What follows belongs to an exercise in optimizing a design on an open flow for small area; a production flow would make more cautious choices. The RTL was checked by simulation tests, not by an equivalence proof against the original design. Power and IR drop assume default switching activity.

==> flow/design.v <==
module rf_aoi222 (
    input  logic s0, d0, s1, d1, s2, d2,
    output logic y
);
    assign y = ~((s0 & d0) | (s1 & d1) | (s2 & d2));
endmodule
module rf_nand4 (
    input  logic a, b, c, d,
    output logic y
);
    assign y = ~(a & b & c & d);
endmodule
module rf_nand3 (
    input  logic a, b, c,
    output logic y
);
    assign y = ~(a & b & c);
endmodule
module rf_or3 (
    input  logic a, b, c,
    output logic y
);
    assign y = a | b | c;
endmodule
module rf_and3 (
    input  logic a, b, c,
    output logic y
);
    assign y = a & b & c;
endmodule
module rf_nor2 (
    input  logic a, b,
    output logic y
);
    assign y = ~(a | b);
endmodule
module rf_ao2111 (
    input  logic s, d, a, b, c,
    output logic y
);
    assign y = (s & d) | a | b | c;
endmodule
module rf_rdbit #(
    parameter int unsigned FWD = 1
) (
    input  logic [30:0] sel,
    input  logic [30:0] d,
    input  logic        xs,
    input  logic        xd,
    output logic        y
);
    localparam int unsigned NG = 10;
    logic [NG:0] g_n;
    logic [2:0]  h;
    for (genvar g = 0; g < NG; g++) begin : g_grp
        rf_aoi222 u_aoi (
            .s0(sel[3*g]),   .d0(d[3*g]),
            .s1(sel[3*g+1]), .d1(d[3*g+1]),
            .s2(sel[3*g+2]), .d2(d[3*g+2]),
            .y (g_n[g])
        );
    end
    assign g_n[NG] = ~(sel[30] & d[30]);
    rf_nand4  u_h0 (.a(g_n[0]), .b(g_n[1]), .c(g_n[2]), .d(g_n[3]), .y(h[0]));
    rf_nand4  u_h1 (.a(g_n[4]), .b(g_n[5]), .c(g_n[6]), .d(g_n[7]), .y(h[1]));
    rf_nand3  u_h2 (.a(g_n[8]), .b(g_n[9]), .c(g_n[10]), .y(h[2]));
    if (FWD != 0) begin : g_fwd
        rf_ao2111 u_y (.s(xs), .d(xd), .a(h[0]), .b(h[1]), .c(h[2]), .y(y));
    end else begin : g_nofwd
        rf_or3    u_y (.a(h[0]), .b(h[1]), .c(h[2]), .y(y));
    end
endmodule
module regfile_2r1w #(
    parameter int unsigned DATA_W = 32,
    parameter int unsigned ADDR_W = 5,
    parameter int unsigned BYPASS = 1,
    parameter int unsigned CNT_W  = 16
) (
    input  logic              clk,
    input  logic              rst_n,
    input  logic              we,
    input  logic [ADDR_W-1:0] wa,
    input  logic [DATA_W-1:0] wd,
    input  logic [ADDR_W-1:0] ra1,
    input  logic [ADDR_W-1:0] ra2,
    output logic [DATA_W-1:0] rd1,
    output logic [DATA_W-1:0] rd2,
    input  logic [ADDR_W-1:0] dbg_addr,
    output logic [DATA_W-1:0] dbg_data,
    output logic [CNT_W-1:0]  wr_count
);
    localparam int unsigned DEPTH = 2 ** ADDR_W;
    localparam int unsigned NREG  = DEPTH - 1;
    logic [DATA_W-1:0] data_q [DEPTH];
    logic [DEPTH-1:0]  vld_q;
    logic [DEPTH-1:0]  wsel;
    logic [CNT_W-1:0]  cnt_q;
    logic              wr_accept;
    logic              fwd1, fwd2;
    assign wr_accept = we && (wa != '0);
    logic [3:0] whi_n;
    logic [7:0] wlo_n;
    always_comb begin
        for (int k = 0; k < 4; k++) begin
            whi_n[k] = !(wa[4:3] == k);
        end
        for (int j = 0; j < 8; j++) begin
            wlo_n[j] = !(we && (wa[2:0] == j));
        end
    end
    assign wsel[0] = 1'b0;
    for (genvar i = 1; i < DEPTH; i++) begin : g_wsel
        rf_nor2 u_wsel (.a(whi_n[i/8]), .b(wlo_n[i%8]), .y(wsel[i]));
    end
    always_ff @(posedge clk) begin
        for (int i = 1; i < DEPTH; i++) begin
            if (wsel[i]) begin
                data_q[i] <= wd;
            end
        end
    end
    always_ff @(posedge clk or negedge rst_n) begin
        if (!rst_n) begin
            vld_q <= '0;
        end else begin
            vld_q <= (vld_q | wsel) & {{(DEPTH-1){1'b1}}, 1'b0};
        end
    end
    always_ff @(posedge clk or negedge rst_n) begin
        if (!rst_n) begin
            cnt_q <= '0;
        end else if (wr_accept && (cnt_q != {CNT_W{1'b1}})) begin
            cnt_q <= cnt_q + {{(CNT_W-1){1'b0}}, 1'b1};
        end
    end
    assign fwd1 = (BYPASS != 0) && rst_n && wr_accept && (wa == ra1);
    assign fwd2 = (BYPASS != 0) && rst_n && wr_accept && (wa == ra2);
    logic [NREG-1:0] sel1, sel2, seld;
    logic [3:0]      hi1, hi2, hid;
    logic [7:0]      lo1, lo2, lod;
    always_comb begin
        for (int k = 0; k < 4; k++) begin
            hi1[k] = (ra1[4:3] == k);
            hi2[k] = (ra2[4:3] == k);
            hid[k] = (dbg_addr[4:3] == k);
        end
        for (int j = 0; j < 8; j++) begin
            lo1[j] = !fwd1 && (ra1[2:0] == j);
            lo2[j] = !fwd2 && (ra2[2:0] == j);
            lod[j] = (dbg_addr[2:0] == j);
        end
    end
    for (genvar i = 1; i < DEPTH; i++) begin : g_sel
        rf_and3 u_sel1 (.a(hi1[i/8]), .b(lo1[i%8]), .c(vld_q[i]), .y(sel1[i-1]));
        rf_and3 u_sel2 (.a(hi2[i/8]), .b(lo2[i%8]), .c(vld_q[i]), .y(sel2[i-1]));
        rf_and3 u_seld (.a(hid[i/8]), .b(lod[i%8]), .c(vld_q[i]), .y(seld[i-1]));
    end
    for (genvar b = 0; b < DATA_W; b++) begin : g_bit
        logic [NREG-1:0] dreg;
        for (genvar i = 1; i < DEPTH; i++) begin : g_ent
            assign dreg[i-1] = data_q[i][b];
        end
        rf_rdbit u_rd1 (.sel(sel1), .d(dreg), .xs(fwd1), .xd(wd[b]), .y(rd1[b]));
        rf_rdbit u_rd2 (.sel(sel2), .d(dreg), .xs(fwd2), .xd(wd[b]), .y(rd2[b]));
        rf_rdbit #(.FWD(0)) u_dbg (.sel(seld), .d(dreg), .xs(1'b0), .xd(1'b0), .y(dbg_data[b]));
    end
    assign wr_count = cnt_q;
endmodule
==> flow/config.mk <==
export PLATFORM = sky130hd
export DESIGN_NAME = regfile_2r1w
export DESIGN_NICKNAME = regfile_2r1w
export VERILOG_FILES = /design/flow/design.v
export SDC_FILE = /design/flow/constraint.sdc
export NUM_CORES = 4
export LEC_CHECK = 0
export CAP_MARGIN = 20
export CELL_PAD_IN_SITES_DETAIL_PLACEMENT = 1
export CELL_PAD_IN_SITES_GLOBAL_PLACEMENT = 1
export CORE_MARGIN = 2
export CORE_UTILIZATION = 40
export PLACE_DENSITY = 0.6
export SLEW_MARGIN = 20
export SYNTH_HIERARCHICAL = 1
export SYNTH_MINIMUM_KEEP_SIZE = 0
==> flow/constraint.sdc <==
create_clock -name core_clock -period 9.0 [get_ports {clk}]
set_input_delay 1.8000 -clock core_clock [delete_from_list [all_inputs] [get_ports {clk}]]
set_output_delay 1.8000 -clock core_clock [all_outputs]
set_load 0.01 [all_outputs]
standard.sh (not shown) runs the stock make flow with config.mk's settings and CLKGATE_MAP_FILE= SYNTH_SCRIPT=/design/flow/synth_recipe.tcl, a recipe that flattens the netlist after the stock synthesis.
==> flow/flow/run.sh <==
#!/bin/bash
# The standard layout (standard.sh), with two changes to how the layout is made:
#  - the input and output port buffers are sky130_fd_sc_hd__buf_1 cells;
#  - the clock tree uses clkbuf_8 cells in clusters of up to 18 sinks, without dummy loads.
# make's full output goes to standard.log here; each ORFS step logs under orfs/logs/.
set -euo pipefail
cd "$(dirname "$0")/.."
bash standard.sh \
  "BUFFER_PORTS_ARGS=-buffer_cell sky130_fd_sc_hd__buf_1" \
  "CTS_ARGS=-sink_clustering_enable -repair_clock_nets -sink_clustering_size 18 -sink_clustering_max_diameter 60 -buf_list sky130_fd_sc_hd__clkbuf_8 -dont_use_dummy_load" \
  finish > standard.log 2>&1
Edit:
--- a/flow/config.mk
+++ b/flow/config.mk
@@ -11,4 +11,4 @@
 export CORE_MARGIN = 2
-export CORE_UTILIZATION = 40
-export PLACE_DENSITY = 0.6
+export CORE_UTILIZATION = 50
+export PLACE_DENSITY = 0.75
 export SLEW_MARGIN = 20
- The changed run completed with no timing, DRC or antenna violations
- worst setup slack got worse by 0.0072 ns
- cell area goes down by 1.7%
- register-to-register slack got worse by 0.03 ns
- utilization goes up by 10 points
- non-clock buffer count goes down by 25
- critical path depth stays the same
- combinational power goes down by about 2.6%
- die area goes down by about 20%
- synthesized area is unchanged
Edit:
==> flow/flow/run.sh (replaced) <==
#!/bin/bash
# The standard layout (standard.sh), with two changes to how the layout is made:
#  - the input and output port buffers are sky130_fd_sc_hd__buf_1 cells;
#  - the clock tree uses clkbuf_8 cells in clusters of up to 14 sinks, without dummy loads.
# make's full output goes to standard.log here; each ORFS step logs under orfs/logs/.
set -euo pipefail
cd "$(dirname "$0")/.."
bash standard.sh \
  "BUFFER_PORTS_ARGS=-buffer_cell sky130_fd_sc_hd__buf_1" \
  "CTS_ARGS=-sink_clustering_enable -repair_clock_nets -sink_clustering_size 14 -sink_clustering_max_diameter 60 -buf_list sky130_fd_sc_hd__clkbuf_8 -dont_use_dummy_load" \
  finish > standard.log 2>&1
Sequential share of layout area shrinks by 0.23 points.
Via count shrinks by 0.68%.
Setup slack got worse by 0.025 ns.
Routed wire length stays flat.
Clock power grows by about 5%.
Maximum frequency shrinks by 0.31%.
Hold slack hardly moves.
Design area grows by 0.37%.
Die area is unchanged.
Combinational power hardly moves.
Global-route usage hardly moves.

-- re-timing with driven ports --
The flow's constraints put no driver on any port. The routed layouts listed below were extracted and timed again, unchanged, in two steps. Step 1, drivers: a clkbuf_16 drives clk and a buf_2 each remaining input, both assumed. Step 2 times the ports against the registers' clock, not the clock port: input delays grow and output delays shrink by t, the midpoint of the rising clock arrivals with the driver on. Slacks: no drivers / after step 1 / after step 2; pairs: no drivers / after step 1.
run	t, ns	setup slack, ns	slew at the worst register clock pin (ns)
the first run	0.861	0.990 / 0.969 / 0.969	0.12 / 0.12
the second run	0.816	0.983 / 0.957 / 0.957	0.12 / 0.12
the third run	0.829	0.958 / 0.932 / 0.932	0.10 / 0.10
After both steps every run listed still meets setup and hold.
